Context: an optimization exercise on an open-source flow, tuned for small area, a short achievable clock period and few clock cycles per item. The choices shown serve that exercise and are no tape-out recipe.
Only simulation tests tie the RTL to the original design; equivalence was not proved.
No activity file was given, so power comes from the tool's default toggle rates.

`flow/config.mk`:
```
export PLATFORM = sky130hd
export DESIGN_NAME = software_timer_bank
export DESIGN_NICKNAME = software_timer_bank
export VERILOG_FILES = /design/flow/design.v
export SDC_FILE = /design/flow/constraint.sdc
export NUM_CORES = 4
export LEC_CHECK = 0
export CAP_MARGIN = 20
export CORE_MARGIN = 2
export CORE_UTILIZATION = 40
export PLACE_DENSITY = 0.6
export SLEW_MARGIN = 20
```
`flow/constraint.sdc`:
```
create_clock -name core_clock -period 8.0 [get_ports {clk}]
set_input_delay 1.6000 -clock core_clock [delete_from_list [all_inputs] [get_ports {clk}]]
set_output_delay 1.6000 -clock core_clock [all_outputs]
set_load 0.01 [all_outputs]
```
`flow/run.sh`:
```
#!/bin/bash
# synth_recipe.tcl (not shown) runs the flow's synth.tcl, then flattens the netlist and writes it again
# the make line also repeats each setting of config.mk as NAME=value (left out here)
make -C /OpenROAD-flow-scripts/flow DESIGN_CONFIG=/design/flow/config.mk WORK_HOME=/design/flow/orfs CLKGATE_MAP_FILE= SYNTH_SCRIPT=/design/flow/synth_recipe.tcl finish
```
`flow/design.v`:
```
package stb_pkg;
  localparam int NUM_TIMERS_DEF = 8;
  localparam int MAX_REPORTS    = 8;
  localparam int ACTION_W = 3;
  localparam int INDEX_W  = 4;
  localparam int TICK_W   = 32;
  localparam int STATUS_W = 3;
  localparam logic [ACTION_W-1:0] ACT_TICK    = 3'd0;
  localparam logic [ACTION_W-1:0] ACT_ALLOC   = 3'd1;
  localparam logic [ACTION_W-1:0] ACT_START   = 3'd2;
  localparam logic [ACTION_W-1:0] ACT_STOP    = 3'd3;
  localparam logic [ACTION_W-1:0] ACT_RELEASE = 3'd4;
  localparam logic [ACTION_W-1:0] ACT_SERVICE = 3'd5;
  localparam logic [ACTION_W-1:0] ACT_QUERY   = 3'd6;
  localparam logic [STATUS_W-1:0] ST_DONE      = 3'd0;
  localparam logic [STATUS_W-1:0] ST_FULL      = 3'd1;
  localparam logic [STATUS_W-1:0] ST_BAD_INDEX = 3'd2;
  localparam logic [STATUS_W-1:0] ST_EXPIRY    = 3'd3;
  localparam logic [STATUS_W-1:0] ST_NONE      = 3'd4;
  localparam logic [1:0] K_PLAIN   = 2'd0;   
  localparam logic [1:0] K_QUERY   = 2'd1;   
  localparam logic [1:0] K_SERVICE = 2'd2;   
endpackage
module stb_entry_store #(
  parameter int N = stb_pkg::NUM_TIMERS_DEF,
  parameter int W = stb_pkg::TICK_W
) (
  input  logic         clk,
  input  logic [N-1:0] per_we,
  input  logic [W-1:0] per_wdata,
  input  logic [N-1:0] dl_we,
  input  logic [W-1:0] dl_wdata,
  input  logic [N-1:0] eng_sel,
  output logic [W-1:0] eng_per,
  input  logic [N-1:0] q_sel,
  output logic [W-1:0] q_per,
  output logic [W-1:0] q_dl,
  input  logic [W-1:0] cmp_val,
  output logic [N-1:0] dl_eq
);
  logic [W-1:0] per_r [N];
  logic [W-1:0] dl_r  [N];
  always_ff @(posedge clk) begin
    for (int i = 0; i < N; i++) begin
      if (per_we[i]) per_r[i] <= per_wdata;
      if (dl_we[i])  dl_r[i]  <= dl_wdata;
    end
  end
  always_comb begin
    eng_per = '0;
    q_per   = '0;
    q_dl    = '0;
    for (int i = 0; i < N; i++) begin
      eng_per = eng_per | (per_r[i] & {W{eng_sel[i]}});
      q_per   = q_per   | (per_r[i] & {W{q_sel[i]}});
      q_dl    = q_dl    | (dl_r[i]  & {W{q_sel[i]}});
      dl_eq[i] = (dl_r[i] == cmp_val);
    end
  end
endmodule
module software_timer_bank #(
  parameter int NUM_TIMERS = stb_pkg::NUM_TIMERS_DEF
) (
  input  logic                          clk,
  input  logic                          rst,
  input  logic                          in_valid,
  output logic                          in_stall,
  input  logic [stb_pkg::ACTION_W-1:0]  action,
  input  logic [stb_pkg::INDEX_W-1:0]   timer_index,
  input  logic [stb_pkg::TICK_W-1:0]    period,
  input  logic                          periodic,
  output logic                          out_valid,
  input  logic                          out_stall,
  output logic [stb_pkg::STATUS_W-1:0]  status,
  output logic [stb_pkg::INDEX_W-1:0]   result_index,
  output logic [stb_pkg::TICK_W-1:0]    elapsed_ticks,
  output logic                          last
);
  localparam int N     = NUM_TIMERS;
  localparam int IDX_W = (N > 1) ? $clog2(N) : 1;
  localparam int W     = stb_pkg::TICK_W;
  localparam int XW    = stb_pkg::INDEX_W;
  localparam int SW    = stb_pkg::STATUS_W;
  logic [W-1:0] tick;
  logic [N-1:0] in_use, running, auto_rl, expired;
  logic [N-1:0] pending;    
  logic [N-1:0] dl_zero;    
  logic [N-1:0] per_one;    
  logic         stall_q;
  logic          c0v, c1v;
  logic [1:0]    c0k, c1k;
  logic [SW-1:0] c0st, c1st;
  logic [XW-1:0] c0ix, c1ix;
  logic [N-1:0]  c0m, c1m;
  logic          c0frz;
  logic [W-1:0]  el_hold;
  logic          ov;
  logic [SW-1:0] ost;
  logic [XW-1:0] oix;
  logic [W-1:0]  oel;
  logic          olast;
  logic [N-1:0] per_we, dl_we, eng_oh, q_oh;
  logic [W-1:0] eng_per, q_per, q_dl, dl_wdata, tick_inc;
  logic [N-1:0] dl_eq;
  stb_entry_store #(.N(N), .W(W)) u_store (
    .clk       (clk),
    .per_we    (per_we),
    .per_wdata (period),
    .dl_we     (dl_we),
    .dl_wdata  (dl_wdata),
    .eng_sel   (eng_oh),
    .eng_per   (eng_per),
    .q_sel     (q_oh),
    .q_per     (q_per),
    .q_dl      (q_dl),
    .cmp_val   (tick_inc),
    .dl_eq     (dl_eq)
  );
  logic acc, idx_ok;
  logic [IDX_W-1:0] isl;
  logic [N-1:0] ix_oh;
  logic a_tick, a_alloc, a_start, a_stop, a_release, a_service;
  assign acc    = in_valid && !stall_q;
  assign idx_ok = ({1'b0, timer_index} < (XW+1)'(N));
  assign isl    = timer_index[IDX_W-1:0];
  assign ix_oh  = idx_ok ? (N'(1) << isl) : '0;
  assign a_tick    = acc && (action == stb_pkg::ACT_TICK);
  assign a_alloc   = acc && (action == stb_pkg::ACT_ALLOC);
  assign a_start   = acc && (action == stb_pkg::ACT_START);
  assign a_stop    = acc && (action == stb_pkg::ACT_STOP);
  assign a_release = acc && (action == stb_pkg::ACT_RELEASE);
  assign a_service = acc && (action == stb_pkg::ACT_SERVICE);
  logic [N-1:0]     free_oh;
  logic [IDX_W-1:0] free_idx;
  logic             any_free;
  always_comb begin
    free_oh  = (~in_use) & (in_use + N'(1));
    any_free = |(~in_use);
    free_idx = '0;
    for (int i = 0; i < N; i++) if (free_oh[i]) free_idx |= IDX_W'(i);
  end
  logic [N-1:0] hit;
  assign eng_oh   = pending & (~pending + N'(1));
  assign dl_we    = eng_oh;
  assign dl_wdata = tick + eng_per;
  assign tick_inc = tick + W'(1);
  assign hit      = running & ((pending & per_one) | (~pending & dl_eq));
  logic [IDX_W-1:0] q_sl;
  logic             q_zero;
  logic [W-1:0]     el_live;
  assign q_sl   = c0ix[IDX_W-1:0];
  assign q_oh   = N'(1) << q_sl;
  assign q_zero = dl_zero[q_sl] || pending[q_sl];
  assign el_live = (!q_zero && (tick < q_dl)) ? (q_per + tick - q_dl) : '0;
  logic [1:0]    nk;
  logic [SW-1:0] nst;
  logic [XW-1:0] nix;
  always_comb begin
    nk  = stb_pkg::K_PLAIN;
    nst = stb_pkg::ST_DONE;
    nix = '0;
    case (action)
      stb_pkg::ACT_ALLOC: begin
        if (any_free) nix = XW'(free_idx);
        else          nst = stb_pkg::ST_FULL;
      end
      stb_pkg::ACT_START: begin
        if (!(idx_ok && in_use[isl])) nst = stb_pkg::ST_BAD_INDEX;
      end
      stb_pkg::ACT_STOP, stb_pkg::ACT_RELEASE: begin
        if (!idx_ok) nst = stb_pkg::ST_BAD_INDEX;
      end
      stb_pkg::ACT_SERVICE: begin
        if (|expired) nk  = stb_pkg::K_SERVICE;
        else          nst = stb_pkg::ST_NONE;
      end
      stb_pkg::ACT_QUERY: begin
        if (idx_ok) begin
          nk  = stb_pkg::K_QUERY;
          nix = timer_index;
        end else begin
          nst = stb_pkg::ST_BAD_INDEX;
        end
      end
      default: ;
    endcase
  end
  logic [N-1:0] alloc_oh, start_oh;
  logic [N-1:0] in_use_n, running_n, auto_n, expired_n, pending_n, dl_zero_n, per_one_n;
  assign alloc_oh = a_alloc ? free_oh : '0;
  assign start_oh = a_start ? (ix_oh & in_use) : '0;
  assign per_we   = alloc_oh;
  always_comb begin
    in_use_n  = in_use;
    running_n = running;
    auto_n    = auto_rl;
    expired_n = expired;
    pending_n = pending & ~eng_oh;
    dl_zero_n = dl_zero & ~eng_oh;
    per_one_n = per_one;
    if (a_tick) begin
      expired_n = expired_n | hit;
      pending_n = pending_n | (hit & auto_rl);
    end
    if (a_service) begin
      running_n = running_n & ~(expired & ~auto_rl);
      expired_n = '0;
    end
    if (a_stop) running_n = running_n & ~ix_oh;
    if (a_release) begin
      in_use_n  = in_use_n  & ~ix_oh;
      running_n = running_n & ~ix_oh;
      auto_n    = auto_n    & ~ix_oh;
      expired_n = expired_n & ~ix_oh;
    end
    running_n = running_n | start_oh;
    pending_n = pending_n | start_oh;
    in_use_n  = in_use_n  | alloc_oh;
    running_n = running_n & ~alloc_oh;
    expired_n = expired_n & ~alloc_oh;
    pending_n = pending_n & ~alloc_oh;
    dl_zero_n = dl_zero_n | alloc_oh;
    auto_n    = (auto_n & ~alloc_oh) | (periodic ? alloc_oh : '0);
    per_one_n = (per_one & ~alloc_oh) | ((period == W'(1)) ? alloc_oh : '0);
  end
  logic          move, c0_pop, svc_last;
  logic [N-1:0]  c0_lsb, c0_rest;
  logic [IDX_W-1:0] c0_lsb_idx;
  logic          c0v_n, c1v_n, new_to_c0, c1_to_c0;
  always_comb begin
    c0_lsb  = c0m & (~c0m + N'(1));
    c0_rest = c0m & ~c0_lsb;
    c0_lsb_idx = '0;
    for (int i = 0; i < N; i++) if (c0_lsb[i]) c0_lsb_idx |= IDX_W'(i);
  end
  assign svc_last  = (c0_rest == '0);
  assign move      = c0v && (!ov || !out_stall);
  assign c0_pop    = move && (c0k != stb_pkg::K_SERVICE || svc_last);
  assign c1_to_c0  = c0_pop && c1v;
  assign new_to_c0 = acc && (!c0v || (c0_pop && !c1v));
  assign c0v_n     = (c0v && !c0_pop) || c1v || acc;
  assign c1v_n     = (c1v && !c0_pop) || (acc && !new_to_c0);
  always_ff @(posedge clk) begin
    if (rst) begin
      tick    <= '0;
      in_use  <= '0;
      running <= '0;
      auto_rl <= '0;
      expired <= '0;
      pending <= '0;
      dl_zero <= '1;
      stall_q <= 1'b0;
      c0v     <= 1'b0;
      c1v     <= 1'b0;
      ov      <= 1'b0;
    end else begin
      if (a_tick) tick <= tick_inc;
      in_use  <= in_use_n;
      running <= running_n;
      auto_rl <= auto_n;
      expired <= expired_n;
      pending <= pending_n;
      dl_zero <= dl_zero_n;
      stall_q <= (c0v_n && c1v_n) || ((pending_n & (pending_n - N'(1))) != '0);
      c0v     <= c0v_n;
      c1v     <= c1v_n;
      if (move)           ov <= 1'b1;
      else if (!out_stall) ov <= 1'b0;
    end
  end
  always_ff @(posedge clk) begin
    per_one <= per_one_n;
    if (move) begin
      unique case (c0k)
        stb_pkg::K_QUERY: begin
          ost   <= stb_pkg::ST_DONE;
          oix   <= '0;
          oel   <= c0frz ? el_hold : el_live;
          olast <= 1'b1;
        end
        stb_pkg::K_SERVICE: begin
          ost   <= stb_pkg::ST_EXPIRY;
          oix   <= XW'(c0_lsb_idx);
          oel   <= '0;
          olast <= svc_last;
        end
        default: begin
          ost   <= c0st;
          oix   <= c0ix;
          oel   <= '0;
          olast <= 1'b1;
        end
      endcase
    end
    if (c0v && c0k == stb_pkg::K_QUERY && !c0frz) el_hold <= el_live;
    if (c1_to_c0) begin
      c0k   <= c1k;
      c0st  <= c1st;
      c0ix  <= c1ix;
      c0m   <= c1m;
      c0frz <= 1'b0;
    end else if (new_to_c0) begin
      c0k   <= nk;
      c0st  <= nst;
      c0ix  <= nix;
      c0m   <= expired;
      c0frz <= 1'b0;
    end else begin
      if (move) c0m <= c0_rest;
      if (acc && c0v && c0k == stb_pkg::K_QUERY) c0frz <= 1'b1;
    end
    if (acc && !new_to_c0) begin
      c1k  <= nk;
      c1st <= nst;
      c1ix <= nix;
      c1m  <= expired;
    end
  end
  assign in_stall      = stall_q;
  assign out_valid     = ov;
  assign status        = ost;
  assign result_index  = oix;
  assign elapsed_ticks = oel;
  assign last          = olast;
endmodule
```
==> impl_metrics.prom <==
# TYPE chip_impl_metric gauge
chip_impl_metric{name="reg2reg_slack",unit="ps"} 1350
chip_impl_info{name="rsz_0062_raised_after_global_routing",value="false"} 1
chip_impl_metric{name="worstHoldPathCells",unit=""} 2
chip_impl_metric{name="finalWeightedCongestion",unit=""} 1.12
chip_impl_metric{name="wl",unit="um"} 177000
chip_impl_metric{name="multi_input_area",unit="um2"} 19200
chip_impl_info{name="run_status",value="complete, no violations"} 1
chip_impl_metric{name="grt_start_max_net_pins",unit=""} 66
chip_impl_info{name="cp-end-kind",value="register"} 1
chip_impl_info{name="post-synth-top-area-cell",value="edfxtp_1"} 1
chip_impl_metric{name="layout-drive-gt1-share",unit="%"} 10.0
chip_impl_metric{name="synth.yosys.warnings",unit=""} 4
chip_impl_metric{name="dp_hpwl",unit="um"} 130000
chip_impl_metric{name="critical_path_peak_fanout",unit=""} 24
chip_impl_metric{name="clock_skew",unit="ps"} 42.8
chip_impl_metric{name="preCtsSetupSlack",unit="ps"} 1360
chip_impl_metric{name="fraction_of_the_yosys_area_taken_by_sequential_cells",unit="%"} 50.2
chip_impl_metric{name="num-nets-final",unit=""} 3886
chip_impl_metric{name="worstPathRequired",unit="ps"} 8410
chip_impl_metric{name="cts.reportedPaths.clkPinSlew",unit="ps"} 60
chip_impl_metric{name="syn-instance-count",unit=""} 3650
chip_impl_metric{name="syn_area",unit="um2"} 40700
chip_impl_metric{name="finalSetupTns",unit="ps"} 0
chip_impl_metric{name="slew_violations",unit=""} 0
chip_impl_info{name="setup.worst_path.start_class",value="register"} 1
chip_impl_metric{name="post_drt_via_cell_ratio",unit=""} 6.76
chip_impl_metric{name="hold_viol",unit=""} 0
chip_impl_metric{name="detail_route.wl_per_cell",unit="um"} 34.5
chip_impl_metric{name="die_y",unit="um"} 323
chip_impl_info{name="setup.worst_path.class",value="reg2reg"} 1
chip_impl_metric{name="avgSynthCellArea",unit="um2"} 11.1
chip_impl_info{name="synthTopCellsByArea",value="edfxtp_1 (46%), a22oi_1 (4.2%), dfxtp_1 (4.2%)"} 1
chip_impl_metric{name="reg2reg_depth",unit=""} 20
chip_impl_metric{name="core.rowCount",unit=""} 116
chip_impl_metric{name="setup_viol",unit=""} 0
chip_impl_metric{name="drt_pass1_iterations",unit=""} 8
chip_impl_metric{name="synthArstFlopShare",unit="%"} 0
chip_impl_metric{name="fin_cells",unit=""} 5138
chip_impl_metric{name="relSlewSlack",unit="%"} 10.9
chip_impl_metric{name="drc_errors",unit=""} 0
chip_impl_metric{name="cts_made_buffers",unit=""} 82
chip_impl_metric{name="floorplan.die.width",unit="um"} 323
chip_impl_metric{name="design.die.area",unit="um2"} 104000
chip_impl_info{name="crit-reg2reg-capture",value="oel[16]"} 1
chip_impl_info{name="crit_chain",value="nor3_4, buf_12, a22o_1, a221oi_1, and3_1, ha_1, inv_1, ha_1, fa_1, a21o_1, a21oi_1, o21ai_0, a21boi_0, o31ai_1, a21o_1, a21oi_1, xnor2_1, and2_1, mux2_2, and2_1"} 1
chip_impl_metric{name="yosys.area.top_type_share",unit="%"} 46.0
chip_impl_metric{name="p_total",unit="W"} 0.00903
chip_impl_metric{name="antenna_found_initial",unit=""} 16
chip_impl_metric{name="synth-seq-cells",unit=""} 708
chip_impl_metric{name="ios",unit=""} 86
chip_impl_info{name="crit_slowest_cell",value="nor3_4"} 1
chip_impl_metric{name="postCtsResizedCells",unit=""} 0
chip_impl_metric{name="clock_tree.buffer_depth",unit=""} 3
chip_impl_info{name="cts-root-buf",value="clkbuf_16"} 1
chip_impl_metric{name="layout-area-overhead-vs-synth",unit="%"} 13.2
chip_impl_metric{name="via_count_of_the_first_global_routing_pass",unit=""} 32203
chip_impl_info{name="clock_tree_from_tritoncts",value="built"} 1
chip_impl_info{name="regToRegStartpoint",value="c0ix[0]"} 1
chip_impl_metric{name="period_share",unit="%"} 83.1
chip_impl_metric{name="utilization",unit="%"} 45.9
chip_impl_metric{name="filler_cell_count",unit=""} 9359
chip_impl_metric{name="grt_pass1_wl",unit="um"} 248000
chip_impl_metric{name="clock_period_minus_worst_slack",unit="ps"} 6650
chip_impl_metric{name="io_buffer_count",unit=""} 84
chip_impl_metric{name="placed_cells_incl_taps",unit=""} 4986
chip_impl_metric{name="cts-htree-levels",unit=""} 3
chip_impl_metric{name="register_area",unit="um2"} 20400
chip_impl_metric{name="depth_of_the_critical_timing_path_with_buffers_and_inverters_included",unit=""} 20
chip_impl_metric{name="gr-total-overflow",unit=""} 0
chip_impl_metric{name="dr.first_iter.drc_count",unit=""} 6257
chip_impl_metric{name="clock_latency_on_the_worst_skew_pair",unit="ps"} 690
chip_impl_metric{name="arrival_time_reported_for_the_critical_path_endpoint",unit="ps"} 7050
chip_impl_metric{name="synth_enable_flop_cells",unit=""} 623
chip_impl_metric{name="ant_nets",unit=""} 0
chip_impl_metric{name="gr-usage-all-layers",unit="%"} 33.6
chip_impl_metric{name="syn_nets",unit=""} 3823
chip_impl_metric{name="worst-path-buf-inv",unit=""} 2
chip_impl_info{name="class_of_the_most_critical_hold_timing_path",value="reg2reg"} 1
chip_impl_metric{name="crit_path_max_incr_delay",unit="ps"} 850
chip_impl_info{name="cpLargestDelayFamily",value="compound AO/OA/AOI/OAI gates"} 1
chip_impl_metric{name="start_util",unit="%"} 40.5
chip_impl_metric{name="cts-hold-fix-buffers",unit=""} 0
chip_impl_metric{name="clock_sinks",unit=""} 708
chip_impl_info{name="timing.critical_path.from",value="c0ix[0]"} 1
chip_impl_metric{name="power_density",unit="nW/um2"} 196
chip_impl_metric{name="ys_types",unit=""} 105
chip_impl_metric{name="setup_slack",unit="ps"} 1350
chip_impl_metric{name="detailroute.via_count",unit=""} 34745
chip_impl_metric{name="p_leak",unit="nW"} 15.7
chip_impl_metric{name="worstMarginPinSlew",unit="ps"} 1320
chip_impl_metric{name="fmax",unit="GHz"} 0.150
chip_impl_metric{name="max_cap_violations",unit=""} 0
chip_impl_metric{name="post-cts-setup-buffer-count",unit=""} 0
chip_impl_info{name="critPathCapture",value="oel[16]"} 1
chip_impl_metric{name="coreArea",unit="um2"} 100000
chip_impl_metric{name="vdd_ir_drop_max",unit="mV"} 0.169
chip_impl_info{name="dominantRegCellSynth",value="edfxtp_1"} 1
## tightest hold or removal path, cell delays in order, from the launching register on
cell and delay [ps]:
dfxtp_1 310, inv_1 40, o21ai_0 60
## registers in the layout, summed over array words and instances (netlist names), 32 cells and up
name,flops
u_store.dl_r,256
u_store.per_r,256
el_hold,32
oel,32
tick,32
## cell families (layout without fill, tap and decap cells)
family                     Yosys count  in the layout  share of synthesized area (%)
and+or+nand+nor                   1188           1188                           15.9
other                                1              5                        0.00922
muxes                               48             48                           1.32
DFF                                708            708                           50.2
buffers and inverters              316            443                           3.15
AOI/OAI and AO/OA                  985            985                           17.6
xor gates and xnor gates           271            271                           7.19
adders and majority gates          133            133                           4.66
## through the flow
| step | area [um2] | hold WS (ps) |
|---|---|---|
| detailed placement | 43400 | 449 |
| global placement | 43400 | 449 |
| finish | 46100 | 469 |
| floorplan | 40700 | 430 |
| global route | 46100 | 475 |
| CTS | 46000 | 463 |
## final cells by class
type / instances / share of cell area, %
multi-input cells: 2626 / 41.6
flip-flops and latches: 708 / 44.3
well taps: 1357 / 3.69
clock buffers: 103 / 4.78
inverters: 85 / 0.693
repair buffers: 210 / 3.95
clock inverters: 45 / 0.932
diodes: 4 / 0.0217
## power by group
| part | total, W | internal (W) | leakage, nW | switching (W) |
|---|---|---|---|---|
| clock | 0.00373 | 0.00211 | 1.28 | 0.00162 |
| combinational | 0.00124 | 0.000399 | 8.28 | 0.000841 |
| sequential | 0.00406 | 0.00403 | 6.19 | 0.0000258 |
| total | 0.00903 | 0.00654 | 15.7 | 0.00249 |
## synthesized netlist by cell type (65+ instances only)
cell,count
edfxtp_1,623
nor2_1,242
a22oi_1,230
nand2_1,202
clkbuf_1,169
xnor2_1,166
a21oi_1,157
nand3_1,125
o21ai_0,109
ha_1,97
nand4_1,97
dfxtp_1,85
inv_1,83
and2_1,81
nor3_1,81
a221oi_1,72
and3_1,68
xor2_1,65
## routing by layer
layer | share of wire (%) | GRT usage (%)
met1 | 39 | 45.9
met4 | 5.6 | 15.6
met2 | 41 | 48.1
met3 | 14 | 11.0
met5 | 0.037 | 0
## cells in the final DEF (no fill, tap or decap), drive strengths merged, types with 17 or more instances in the layout
cell,Yosys,layout
and2,84,84
a21boi,17,17
clkdlybuf4s50,0,83
nand4,102,102
a22o,35,35
a21o,35,35
o31ai,20,20
a21oi,157,157
nor2b,35,35
mux2,34,34
and3,68,68
inv,83,91
or3,29,29
o22ai,18,18
nor3,84,84
or4,23,23
edfxtp,623,623
dfxtp,85,85
ha,97,97
a222oi,32,32
a31oi,27,27
nor4,66,66
a221oi,72,72
a211oi,20,20
xor2,65,65
o2111ai,18,18
xnor2,166,166
clkinv,2,29
fa,32,32
o21ai,111,111
nand2b,41,41
xnor3,38,38
o211ai,27,27
nand2,203,203
nor2,244,244
a22oi,230,230
nand3,128,128
clkbuf,170,103
a2111oi,26,26
buf,61,127
## worst min-delay path by stage
stage | start | endpoint
floorplan | dl_zero[0] | dl_zero[0]
global placement | expired[7] | c1m[7]
detailed placement | expired[7] | c1m[7]
CTS | expired[7] | c1m[7]
global route | expired[7] | c1m[7]
finish | dl_zero[0] | dl_zero[0]
Testbench counts, summed over its fixed seeds: cycles 12,893, items 12,000.

separate check: timing with driven ports:
The results above use ideal ports. As a check the final layout listed here was re-extracted and re-timed, cells and wires unchanged.
Step 1 sets driving cells, clkbuf_16 on the clock port and buf_2 on the other inputs (assumed; they add their load-dependent delay and slew).
Step 2 moves the port delays by t, midway between the first and last clock arrival at a register: inputs arrive t later, outputs are due t later. That takes back most of the time a late clock gives input paths.
Slacks: no drivers / after step 1 / after step 2; pairs: no drivers / after step 1.
t (ns): 0.738
setup slack, ns: 1.353 / 1.353 / 1.353
latest minus earliest clock arrival (ns): 0.042 / 0.043
After both steps setup and hold are still met in this run. For this run, drivers alone change the setup slack by 0.000 ns; drivers and shift together by 0.000 ns.
